From an optimization exercise on the open Yosys and OpenROAD flow, aimed at small area and a short achievable clock period; shortcuts taken in it are not production practice. The RTL was checked by simulation tests, not by an equivalence proof against the original design.

the reference run:
==> flow/design.v (excerpt) <==
module ising_core (
    input  logic        clk,
    input  logic        reset,
    input  logic        wr_en,
    input  logic [31:0] wr_addr,
    input  logic [31:0] wdata,
    input  logic [31:0] rd_addr,
    output logic [31:0] rdata,
    input  logic        run,
    input  logic        spin_load,
    input  logic [15:0] spin_init,
    output logic [15:0] spins
);
    logic wr_ok, rd_ok;
    assign wr_ok = (wr_addr[31:24] == 8'hA5) && (wr_addr[23:17] == 7'd0) && (wr_addr[12:6] == 7'd0);
    assign rd_ok = (rd_addr[31:24] == 8'hA5) && (rd_addr[23:17] == 7'd0) && (rd_addr[12:6] == 7'd0);
    logic [3:0] wr_d, wr_s, rd_d, rd_s;
    assign wr_d = wr_addr[16:13];
    assign wr_s = wr_addr[5:2];
    assign rd_d = rd_addr[16:13];
    assign rd_s = rd_addr[5:2];
    logic [15:0] wdh, wsh, rdh, rsh;
    always_comb begin
        for (int k = 0; k < 16; k++) begin
            wdh[k] = (wr_d == 4'(k));
            wsh[k] = (wr_s == 4'(k));
            rdh[k] = (rd_d == 4'(k));
            rsh[k] = (rd_s == 4'(k));
        end
    end
    logic wen;
    assign wen = wr_en && wr_ok;
    logic [15:0] wea, web;
    assign wea = {16{reset}} | ({16{wen}} & wdh);
  ...
clock: 8.0 ns
lec_check: 0
cap_margin: 20
core_margin: 2
core_utilization: 45
cts_cluster_diameter: 120
cts_cluster_size: 24
setup_slack_margin: 3.25
slew_margin: 20
standard.sh (not shown) runs the stock make flow with config.mk's settings and CLKGATE_MAP_FILE= SYNTH_SCRIPT=/design/flow/synth_recipe.tcl, a recipe that flattens the netlist after the stock synthesis.
==> flow/flow/run.sh <==
#!/bin/bash
# The standard synthesis, then an inverter clean-up of the netlist around the
# full adders (flow/polar.py), checked against the synthesized netlist by random
# simulation (flow/nsim.py; on any difference the clean-up is dropped), then
# the standard layout from that netlist.
set -euo pipefail
R=orfs/results/$FLOW_PLATFORM/ising_core/base
bash standard.sh synth > synth.log 2>&1
cp $R/1_2_yosys.v synth_netlist.v
cp synth_netlist.v polar_netlist.v
python3 flow/polar.py polar_netlist.v > polar.log 2>&1
if python3 flow/nsim.py synth_netlist.v polar_netlist.v > nsim.log 2>&1 && grep -q " 0 differ, 0 missing" nsim.log; then
  cp polar_netlist.v $R/1_2_yosys.v
  rm -f $R/1_synth.odb $R/1_synth.sdc
fi
bash standard.sh finish > finish.log 2>&1
Other scripts of this flow, unchanged in this note and not shown: flow/flow/nsim.py, flow/flow/polar.py
Relative to the reference run, the following input files were edited for the trial run:
Settings: SETUP_SLACK_MARGIN now 3.0, was 3.25.
-- flow/flow/run.sh --
<<< the reference run, line 5
# the standard layout from that netlist.
>>> the trial run, line 5
# the standard layout from that netlist, with power recovery (downsizing
# off the critical paths) after global routing.
<<< the reference run, line 16
bash standard.sh finish > finish.log 2>&1
>>> the trial run, line 17
bash standard.sh RECOVER_POWER=100 finish > finish.log 2>&1
==> summary.txt <==
Comparing the two runs side by side, the trial run comes out behind the reference run on shortest clock period the worst path allows after layout. Arrival time of the worst setup path: the trial run > the reference run. On combined flip-flop and latch cell area, the trial run and the reference run are neck and neck. Compared with the reference run, the trial run shows global-route usage lower by 0.93 points. From the trial run to the reference run, flip-flop and latch count did not move at all. Final checks on the trial run, whose flow otherwise completed, came back failing, citing max-capacitance violations, max-slew violations. Diff the reference run -> the trial run | count of plain and timing-repair buffers in the layout | decrease of 69. On fraction of standard cell area that is sequential: the trial run sits above the reference run. Multi-input gate share of the layout cell area was lower in the reference run than in the trial run.

---

Setup of wip/ember:
ising_core again, from the RTL that the note above started with.
export LEC_CHECK = 0
export CAP_MARGIN = 20
export CORE_MARGIN = 2
export CORE_UTILIZATION = 40
export CTS_CLUSTER_DIAMETER = 120
export CTS_CLUSTER_SIZE = 24
export SETUP_SLACK_MARGIN = 3.25
export SLEW_MARGIN = 20
create_clock -name core_clock -period 8.0 [get_ports {clk}]
==> flow/flow/run.sh <==
#!/bin/bash
# The standard synthesis, then an inverter clean-up of the netlist around the
# full adders (flow/polar.py), checked against the synthesized netlist by random
# simulation (flow/nsim.py; on any difference the clean-up is dropped), then
# the standard layout from that netlist.
set -euo pipefail
R=orfs/results/$FLOW_PLATFORM/ising_core/base
bash standard.sh synth > synth.log 2>&1
cp $R/1_2_yosys.v synth_netlist.v
cp synth_netlist.v polar_netlist.v
python3 flow/polar.py polar_netlist.v > polar.log 2>&1
if python3 flow/nsim.py synth_netlist.v polar_netlist.v > nsim.log 2>&1 && grep -q " 0 differ, 0 missing" nsim.log; then
  cp polar_netlist.v $R/1_2_yosys.v
  rm -f $R/1_synth.odb $R/1_synth.sdc
fi
bash standard.sh finish > finish.log 2>&1
Other scripts of this flow, unchanged in this note and not shown: flow/flow/nsim.py, flow/flow/polar.py
Edits applied to the flow inputs when going from wip/ember to wip/yarrow:
- CORE_UTILIZATION: 40 -> 35
Findings:
Count of nets after finishing, wip/yarrow and wip/ember: higher on wip/ember
Min number of DRC markers in iteration 0 across wip/yarrow and wip/ember: wip/ember
Summary of the comparison: area added between synthesis and finish is higher in wip/yarrow, relative to wip/ember.
In wip/yarrow the wire length turned out about 1.9% higher than in wip/ember.
wip/yarrow against wip/ember: final cell count moved up, worst setup slack lower.
Total inserted antenna cells was higher in the run labelled wip/ember.
Going from wip/ember to wip/yarrow, minimum period implied by the final worst setup slack grows by 39 ps.
wip/yarrow vs. wip/ember: global routing met2 resource utilization decreased 7.5 points; sequential share of layout area essentially unchanged; vertical die dimension increased about 7%.
Edits applied to the flow inputs when going from wip/yarrow to wip/pepper:
- changing CORE_UTILIZATION from 35 to 45
- changing SETUP_SLACK_MARGIN from 3.25 to 3.0
[compare] base=wip/yarrow new=wip/pepper: via count increased about 2.2%, die outline height decreased 48 µm, non-clock buffer count in the final layout decreased 3.2%, wire length of the first global-routing pass decreased 8000 µm. No run among wip/pepper and wip/yarrow stopped early or left any final violation; all are clean.
Input changes introduced in wip/garnet (baseline for comparison: wip/pepper):
- changing SETUP_SLACK_MARGIN from 3.0 to 3.25
- removing CTS_CLUSTER_SIZE (formerly 24)
- removing CTS_CLUSTER_DIAMETER (formerly 120)
==> comparison <==
The standard cells in wip/garnet occupy more silicon area than those in wip/pepper do. In the reports for wip/garnet and wip/pepper, the larger data-path buffer share of cell area in the final layout belongs to wip/garnet. wip/garnet vs wip/pepper, global-route usage went up by 1.1 points. [compare] base=wip/pepper new=wip/garnet: DRC violation count after routing roughly the same, post-route minimum period dropped 51 ps. wip/garnet finished every step from synthesis to the final layout, and the layout passed the timing, DRC and antenna checks. Diff wip/garnet and wip/pepper: routed wire length lower in wip/pepper. Via count of the first global-routing pass: lower on wip/pepper. Of wip/garnet and wip/pepper, the run reporting the higher non-clock buffer count was wip/garnet.
--- input diff wip/garnet..wip/delta ---
- CORE_UTILIZATION: 45 -> 40
- CTS_CLUSTER_DIAMETER: unset -> 120
- SETUP_SLACK_MARGIN: 3.25 -> 3.0
- CTS_CLUSTER_SIZE: unset -> 24
Notes after the runs:
- Looking at maximum level of the CTS H-tree across wip/garnet and wip/delta, the one that comes out lower is wip/delta.
- In the flow results for wip/garnet and wip/delta, the setup slack is larger on wip/delta.
- Worst setup slack before clock tree synthesis, wip/garnet and wip/delta, lower one = wip/garnet.
- Diff wip/garnet and wip/delta: largest driver fanout on the critical path higher in wip/delta
- wip/garnet -> wip/delta: cell area after placement decreased slightly
- Summary — final estimated routing congestion in global placement, wip/delta relative to wip/garnet: higher, by 0.014.
- Area enclosed by the die boundary, wip/delta vs wip/garnet: up by more than 10%
- wip/delta against wip/garnet: data required time of the critical path fell 180 ps; non-filler instance count after layout rose 90; final wirelength fell about 1.8%.

## what the ideal ports hide
Ports are ideal in the flow. The routed layouts listed here were re-timed in OpenROAD.
Step 1 sets driving cells, clkbuf_16 on the clock port and buf_2 on the other inputs (assumed; they add their load-dependent delay and slew).
Step 2 times the ports against the registers' clock, not the clock port: input delays grow and output delays shrink by t, the midpoint of the rising clock arrivals with the driver on.
Slacks: ideal / step 1 / step 2; pairs: ideal / step 1.
| run | t, ns | setup slack, ns | hold WS [ns] | worst data-port slew with drivers (ns) | cell pins on the clock port's net |
|---|---|---|---|---|---|
| the reference run | 0.724 | 2.880 / 2.880 / 2.468 | 0.429 / 0.429 / 0.429 | 0.16 | 1 |
| the trial run | 0.748 | 1.224 / 1.269 / 0.522 | 0.439 / 0.439 / 0.439 | 0.12 | 1 |
| wip/ember | 0.742 | 2.883 / 2.883 / 2.670 | 0.424 / 0.424 / 0.424 | 0.11 | 1 |
| wip/yarrow | 0.746 | 2.844 / 2.844 / 2.619 | 0.439 / 0.439 / 0.439 | 0.10 | 1 |
| wip/pepper | 0.746 | 2.780 / 2.780 / 2.182 | 0.442 / 0.442 / 0.442 | 0.12 | 1 |
| wip/garnet | 0.784 | 2.831 / 2.831 / 2.374 | 0.423 / 0.423 / 0.423 | 0.13 | 1 |
| wip/delta | 0.761 | 2.864 / 2.898 / 2.171 | 0.430 / 0.430 / 0.430 | 0.10 | 1 |
The setup slack of the trial run, which loses most, moves by +0.045 ns with the drivers and by -0.702 ns with both steps.
